What follows belongs to an exercise in optimizing a design on an open flow for small area, a short achievable clock period and few clock cycles per item; a production flow would make more cautious choices.
Power figures rest on the tool's default switching activity, not on a simulated workload.

==> module sa_mac, before the edit <==
module sa_mac (
    input  logic [7:0] a,
    input  logic [7:0] d,
    input  logic [7:0] d3,
    input  logic [7:0] c,
    output logic [7:0] y
);
    logic [3:0] s1, s2, s3;
    logic t1, t2, t3, t4, t5, t6, t7, t8, t9, t10, t11, t12, t13, t14, t15, t16, t17, t18, t19, t20, t21, t22, t23, t24, t25, t26, t27, t28, t29, t30, t31, t32, t33, t34, t35, t36, t37, t38, t39, t40, t41;
    logic [7:0] x0, x1;
    for (genvar m = 0; m < 4; m++) begin : g_dig
        assign s1[m] = ~a[2*m+1] &  a[2*m];
        assign s2[m] =  a[2*m+1] & ~a[2*m];
        assign s3[m] =  a[2*m+1] &  a[2*m];
    end
    assign t1 = (s1[0] & d[0]) | (s3[0] & d3[0]);
    assign t2 = (s1[0] & d[1]) | (s2[0] & d[0]) | (s3[0] & d3[1]);
    assign t3 = (s1[0] & d[2]) | (s2[0] & d[1]) | (s3[0] & d3[2]);
    assign t4 = (s1[0] & d[3]) | (s2[0] & d[2]) | (s3[0] & d3[3]);
    assign t5 = (s1[0] & d[4]) | (s2[0] & d[3]) | (s3[0] & d3[4]);
    assign t6 = (s1[0] & d[5]) | (s2[0] & d[4]) | (s3[0] & d3[5]);
    assign t7 = (s1[0] & d[6]) | (s2[0] & d[5]) | (s3[0] & d3[6]);
    assign t8 = (s1[0] & d[7]) | (s2[0] & d[6]) | (s3[0] & d3[7]);
    assign t9 = (s1[1] & d[0]) | (s3[1] & d3[0]);
    assign t10 = (s1[1] & d[1]) | (s2[1] & d[0]) | (s3[1] & d3[1]);
    assign t11 = (s1[1] & d[2]) | (s2[1] & d[1]) | (s3[1] & d3[2]);
    assign t12 = (s1[1] & d[3]) | (s2[1] & d[2]) | (s3[1] & d3[3]);
    assign t13 = (s1[1] & d[4]) | (s2[1] & d[3]) | (s3[1] & d3[4]);
    assign t14 = (s1[1] & d[5]) | (s2[1] & d[4]) | (s3[1] & d3[5]);
    assign t15 = (s1[2] & d[0]) | (s3[2] & d3[0]);
    assign t16 = (s1[2] & d[1]) | (s2[2] & d[0]) | (s3[2] & d3[1]);
    assign t17 = (s1[2] & d[2]) | (s2[2] & d[1]) | (s3[2] & d3[2]);
    assign t18 = (s1[2] & d[3]) | (s2[2] & d[2]) | (s3[2] & d3[3]);
    assign t19 = (s1[3] & d[0]) | (s3[3] & d3[0]);
    assign t20 = (s1[3] & d[1]) | (s2[3] & d[0]) | (s3[3] & d3[1]);
    assign t21 = t7 ^ t13;
    assign t22 = t7 & t13;
    assign t23 = t8 ^ t14 ^ t18;
    assign t24 = t5 ^ t11;
    assign t25 = t5 & t11;
    assign t26 = t6 ^ t12 ^ t16;
    assign t27 = (t6 & t12) | (t6 & t16) | (t12 & t16);
    assign t28 = t21 ^ t17 ^ t19;
    assign t29 = (t21 & t17) | (t21 & t19) | (t17 & t19);
    assign t30 = t23 ^ t20 ^ c[7];
    assign t31 = t3 ^ t9;
    assign t32 = t3 & t9;
    assign t33 = t4 ^ t10 ^ c[3];
    assign t34 = (t4 & t10) | (t4 & c[3]) | (t10 & c[3]);
    assign t35 = t24 ^ t15 ^ c[4];
    assign t36 = (t24 & t15) | (t24 & c[4]) | (t15 & c[4]);
    assign t37 = t26 ^ c[5] ^ t25;
    assign t38 = (t26 & c[5]) | (t26 & t25) | (c[5] & t25);
    assign t39 = t28 ^ c[6] ^ t27;
    assign t40 = (t28 & c[6]) | (t28 & t27) | (c[6] & t27);
    assign t41 = t30 ^ t22 ^ t29;
    assign x0 = {t41, t39, t37, t35, t33, t31, t2, t1};
    assign x1 = {t40, t38, t36, t34, t32, c[2], c[1], c[0]};
    assign y  = x0 + x1;
endmodule
Settings: LEC_CHECK=0, CAP_MARGIN=20, CORE_MARGIN=2, CORE_UTILIZATION=65, CTS_BUF_LIST=sky130_fd_sc_hd__clkbuf_16, CTS_CLUSTER_DIAMETER=100, CTS_CLUSTER_SIZE=30, SETUP_SLACK_MARGIN=5, SLEW_MARGIN=20; clock period 10.0 ns.
standard.sh (not shown) runs the stock make flow with config.mk's settings and CLKGATE_MAP_FILE= SYNTH_SCRIPT=/design/flow/synth_recipe.tcl, a recipe that flattens the netlist after the stock synthesis.
==> flow/flow/run.sh <==
#!/bin/bash
# The standard layout, with a tighter setup target for the repair steps and faster port buffers.
set -euo pipefail
bash standard.sh SETUP_SLACK_MARGIN=5.8 "BUFFER_PORTS_ARGS=-buffer_cell sky130_fd_sc_hd__buf_2" finish > make_finish.log 2>&1
Next try:
--- a/flow/design.v
+++ b/flow/design.v
@@ -196,4 +196,11 @@
     assign x0 = {t41, t39, t37, t35, t33, t31, t2, t1};
     assign x1 = {t40, t38, t36, t34, t32, c[2], c[1], c[0]};
-    assign y  = x0 + x1;
+    logic [3:0] cy;
+    assign y[0] = x0[0] ^ x1[0];
+    assign cy[0] = x0[0] & x1[0];
+    for (genvar b = 1; b < 4; b++) begin : g_rc
+        assign y[b] = x0[b] ^ x1[b] ^ cy[b-1];
+        assign cy[b] = (x0[b] & x1[b]) | (x0[b] & cy[b-1]) | (x1[b] & cy[b-1]);
+    end
+    assign y[7:4] = x0[7:4] + x1[7:4] + {3'd0, cy[3]};
 endmodule
Outcome: Setup slack improves by 0.0058 ns; synthesized area shrinks by about 0.8%; cell count goes down by 2.5%; final area fell by 0.93%; hold slack loses 0.0035 ns; sequential cell count is unchanged; sequential share of layout area rises by 0.65 points; clock skew shrinks by 0.0076 ns; total power decreases by 1.0%; die area went down by about 0.8%; combinational power falls by about 10%; global-route usage shrinks by 0.38 points; first-iteration DRC count goes up by about 3%.
No run of this note included a check of the RTL's function; only the layout flow was run.

* * *

systolic_array, a different RTL version from the one above (not shown whole).
For scale: roughly 2,500 cells after synthesis, about 1,100 flip-flops, roughly 24 I/O pins, about 44,000 µm² of cells after synthesis.
==> flow/design.v (excerpt) <==
module systolic_array #(
    parameter int width_p        = 8,
    parameter int array_width_p  = 8,
    parameter int array_height_p = 8
) (
    input  logic               clk_i,
    input  logic               reset_i,
    input  logic               en_i,
    input  logic               flush_i,
    input  logic               valid_i,
    input  logic [width_p-1:0] data_i,
    output logic               ready_o,
    output logic               valid_o,
    output logic [width_p-1:0] data_o,
    input  logic               yumi_i
);
    localparam int N  = 8;         
    localparam int NA = N * N;     
    logic       ld_q;              
    logic [7:0] cnt_q;             
    logic       av_q;              
    logic       sv_q;              
    logic [6:0] u_q;               
    logic       clr_q;             
    logic       pv_q;              
    logic       clr2_q;            
    logic [7:0] r_q;               
    logic [6:0] k_q;               
    logic       valid_q;
    logic [7:0] ain_q;
    logic [7:0] din_q;             
    logic [N-1:0][7:0] prod_q;     
    logic [NA-1:0][7:0] a_q;       
    logic [N-1:0][N-1:0][7:0] c_q;   
    logic [7:0] data_q;
    logic ready_q;
    assign ready_q = ld_q & ~cnt_q[7];
    assign ready_o = reset_i & en_i & ready_q;
    assign valid_o = valid_q;
    assign data_o  = data_q;
    logic accept, accept_a, accept_b, flush_take, take, virt, flushed, aligned, load_out;
    logic rot, shift_a, last;
    assign accept     = en_i & valid_i & ready_q;
    assign accept_a   = accept & ~cnt_q[6];
    assign accept_b   = accept & cnt_q[6];
    assign flush_take = en_i & flush_i & ld_q;
    assign take       = en_i & yumi_i & valid_q;
  ...
==> module systolic_array, before the edit <==
module systolic_array #(
    parameter int width_p        = 8,
    parameter int array_width_p  = 8,
    parameter int array_height_p = 8
) (
    input  logic               clk_i,
    input  logic               reset_i,
    input  logic               en_i,
    input  logic               flush_i,
    input  logic               valid_i,
    input  logic [width_p-1:0] data_i,
    output logic               ready_o,
    output logic               valid_o,
    output logic [width_p-1:0] data_o,
    input  logic               yumi_i
);
    localparam int N  = 8;         
    localparam int NA = N * N;     
    logic       ld_q;              
    logic [7:0] cnt_q;             
    logic       av_q;              
    logic       sv_q;              
    logic [6:0] u_q;               
    logic       clr_q;             
    logic       pv_q;              
    logic       clr2_q;            
    logic [7:0] r_q;               
    logic [6:0] k_q;               
    logic       valid_q;
    logic [7:0] ain_q;
    logic [7:0] din_q;             
    logic [N-1:0][7:0] prod_q;     
    logic [NA-1:0][7:0] a_q;       
    logic [N-1:0][N-1:0][7:0] c_q;   
    logic [7:0] data_q;
    logic ready_q;
    assign ready_q = ld_q & ~cnt_q[7];
    assign ready_o = reset_i & en_i & ready_q;
    assign valid_o = valid_q;
    assign data_o  = data_q;
    logic accept, accept_a, accept_b, flush_take, take, virt, flushed, aligned, load_out;
    logic rot, shift_a, last;
    assign accept     = en_i & valid_i & ready_q;
    assign accept_a   = accept & ~cnt_q[6];
    assign accept_b   = accept & cnt_q[6];
    assign flush_take = en_i & flush_i & ld_q;
    assign take       = en_i & yumi_i & valid_q;
    assign virt       = ~ld_q & ~cnt_q[7];
    assign flushed    = ~ld_q | flush_i;
    assign aligned    = (r_q[2:0] + 3'd3 == k_q[2:0]) &
                        (r_q[6] | (r_q[5:2] == 4'b1111 & r_q[1:0] != 2'd0));
    assign load_out   = en_i & (~valid_q | yumi_i) & flushed & ~k_q[6] & aligned;
    assign rot        = pv_q | r_q[6];
    assign shift_a    = av_q | (sv_q & (u_q[2:0] == 3'd7));
    assign last       = take & k_q[6];
    logic [6:0] u_n;
    assign u_n = u_q + 7'(sv_q);
    always_ff @(posedge clk_i or negedge reset_i) begin
        if (!reset_i) begin
            ld_q    <= 1'b1;
            cnt_q   <= '0;
            av_q    <= 1'b0;
            sv_q    <= 1'b0;
            u_q     <= '0;
            clr_q   <= 1'b1;
            pv_q    <= 1'b0;
            clr2_q  <= 1'b0;
            r_q     <= '0;
            k_q     <= '0;
            valid_q <= 1'b0;
        end else begin
            av_q  <= accept_a;
            sv_q  <= accept_b | virt;
            u_q   <= u_n;
            clr_q <= (u_n[6:3] == 4'd0);
            pv_q   <= sv_q;
            clr2_q <= clr_q;
            if (accept | virt) cnt_q <= cnt_q + 8'd1;
            if (flush_take) begin
                ld_q <= 1'b0;
                if (cnt_q[7:6] == 2'd0) cnt_q <= 8'd64;
            end
            if (rot) begin
                if (r_q[6]) r_q[2:0] <= r_q[2:0] + 3'd1;
                else        r_q <= r_q + 8'd1;
            end
            if (load_out) begin
                k_q     <= k_q + 7'd1;
                valid_q <= 1'b1;
            end else if (take) begin
                valid_q <= 1'b0;
            end
            if (last) begin
                ld_q  <= 1'b1;
                cnt_q <= '0;
                u_q   <= '0;
                clr_q <= 1'b1;
                r_q   <= '0;
                k_q   <= '0;
            end
        end
    end
    always_ff @(posedge clk_i) begin
        ain_q <= data_i;
        din_q <= accept_b ? data_i : 8'd0;
    end
    always_ff @(posedge clk_i) begin
        if (shift_a) begin
            a_q[0] <= ain_q;
            for (int s = 1; s < NA; s++) a_q[s] <= a_q[s-1];
        end
    end
    always_ff @(posedge clk_i) begin
        for (int i = 0; i < N; i++) prod_q[i] <= a_q[NA-1-N*i] * din_q;
    end
    logic [N-1:0][7:0] mac;
    always_comb begin
        for (int i = 0; i < N; i++) begin
            mac[i] = (clr2_q ? 8'd0 : c_q[i][N-1]) + prod_q[i];
        end
    end
    always_ff @(posedge clk_i) begin
        if (rot) begin
            for (int i = 0; i < N; i++) begin
                c_q[i][0] <= mac[i];
                for (int n = 1; n < N; n++) c_q[i][n] <= c_q[i][n-1];
            end
        end
    end
    always_ff @(posedge clk_i) begin
        if (load_out) data_q <= c_q[k_q[5:3]][4];
    end
endmodule
make LEC_CHECK=0 CAP_MARGIN=20 CORE_MARGIN=2 CORE_UTILIZATION=50 SETUP_SLACK_MARGIN=5 SLEW_MARGIN=20 finish   # period 10.0 ns
run.sh (not shown) runs the stock make flow with config.mk's settings and CLKGATE_MAP_FILE= SYNTH_SCRIPT=/design/flow/synth_recipe.tcl, a recipe that flattens the netlist after the stock synthesis.
Stock flow here: none of the scripts above is used.
Then changed:
--- a/flow/design.v
+++ b/flow/design.v
@@ -21,16 +21,13 @@
     logic       av_q;              
     logic       sv_q;              
     logic [6:0] u_q;               
     logic       clr_q;             
-    logic       pv_q;              
-    logic       clr2_q;            
     logic [7:0] r_q;               
     logic [6:0] k_q;               
     logic       valid_q;
     logic [7:0] ain_q;
     logic [7:0] din_q;             
-    logic [N-1:0][7:0] prod_q;     
     logic [NA-1:0][7:0] a_q;       
     logic [N-1:0][N-1:0][7:0] c_q;   
     logic [7:0] data_q;
     logic ready_q;
@@ -46,12 +43,11 @@
     assign flush_take = en_i & flush_i & ld_q;
     assign take       = en_i & yumi_i & valid_q;
     assign virt       = ~ld_q & ~cnt_q[7];
     assign flushed    = ~ld_q | flush_i;
-    assign aligned    = (r_q[2:0] + 3'd3 == k_q[2:0]) &
-                        (r_q[6] | (r_q[5:2] == 4'b1111 & r_q[1:0] != 2'd0));
+    assign aligned    = (r_q[2:0] + 3'd2 == k_q[2:0]) & (r_q[6] | (r_q[5:1] == 5'b11111));
     assign load_out   = en_i & (~valid_q | yumi_i) & flushed & ~k_q[6] & aligned;
-    assign rot        = pv_q | r_q[6];
+    assign rot        = sv_q | r_q[6];
     assign shift_a    = av_q | (sv_q & (u_q[2:0] == 3'd7));
     assign last       = take & k_q[6];
     logic [6:0] u_n;
     assign u_n = u_q + 7'(sv_q);
@@ -62,20 +58,16 @@
             av_q    <= 1'b0;
             sv_q    <= 1'b0;
             u_q     <= '0;
             clr_q   <= 1'b1;
-            pv_q    <= 1'b0;
-            clr2_q  <= 1'b0;
             r_q     <= '0;
             k_q     <= '0;
             valid_q <= 1'b0;
         end else begin
             av_q  <= accept_a;
             sv_q  <= accept_b | virt;
             u_q   <= u_n;
             clr_q <= (u_n[6:3] == 4'd0);
-            pv_q   <= sv_q;
-            clr2_q <= clr_q;
             if (accept | virt) cnt_q <= cnt_q + 8'd1;
             if (flush_take) begin
                 ld_q <= 1'b0;
                 if (cnt_q[7:6] == 2'd0) cnt_q <= 8'd64;
@@ -109,15 +101,12 @@
             a_q[0] <= ain_q;
             for (int s = 1; s < NA; s++) a_q[s] <= a_q[s-1];
         end
     end
-    always_ff @(posedge clk_i) begin
-        for (int i = 0; i < N; i++) prod_q[i] <= a_q[NA-1-N*i] * din_q;
-    end
     logic [N-1:0][7:0] mac;
     always_comb begin
         for (int i = 0; i < N; i++) begin
-            mac[i] = (clr2_q ? 8'd0 : c_q[i][N-1]) + prod_q[i];
+            mac[i] = (clr_q ? 8'd0 : c_q[i][N-1]) + a_q[NA-1-N*i] * din_q;
         end
     end
     always_ff @(posedge clk_i) begin
         if (rot) begin
@@ -127,7 +116,7 @@
             end
         end
     end
     always_ff @(posedge clk_i) begin
-        if (load_out) data_q <= c_q[k_q[5:3]][4];
+        if (load_out) data_q <= c_q[k_q[5:3]][5];
     end
 endmodule
Result:
- The changed run produced a clean layout
- hold slack gets better by 0.013 ns
- cell area came out lower by a few percent
- area after synthesis came out lower by a few percent
- sequential share of layout area came out higher by 0.69 points
- setup slack gets better by 0.12 ns
- synthesized cell count came out lower by a little under a tenth
- count of clock-buffer cells in the layout came out lower by 6
- routed wire length came out lower by a few percent
- clock skew came out higher by 0.0086 ns
- power came out lower by about a fifth
No run of this note included a check of the RTL's function; only the layout flow was run.

afterwards: timing with drivers on the ports:
Ports are ideal in the flow. The routed layouts listed here were re-timed in OpenROAD. Step 1 assumes that a clkbuf_16 drives the clock port and a buf_2 every other input. Step 2 also shifts input and output timing later by t, the mid clock arrival at the registers, as if the neighbouring blocks saw the same clock. Three values: ideal, step 1, step 2; two values: the first two.
| run | t (ns) | setup slack, ns | worst data-port slew with drivers (ns) |
|---|---|---|---|
| the first run of note 1 | 0.661 | 5.579 / 5.502 / 5.401 | 0.12 |
| the second run of note 1 | 0.659 | 5.585 / 5.507 / 5.265 | 0.12 |
| the first run of note 2 | 0.716 | 5.211 / 5.189 / 5.189 | 0.03 |
| the second run of note 2 | 0.723 | 5.329 / 5.318 / 5.318 | 0.04 |
After both steps every run listed still meets setup and hold. For the second run of note 1, which loses most, drivers alone change the setup slack by -0.078 ns; drivers and shift together by -0.320 ns.
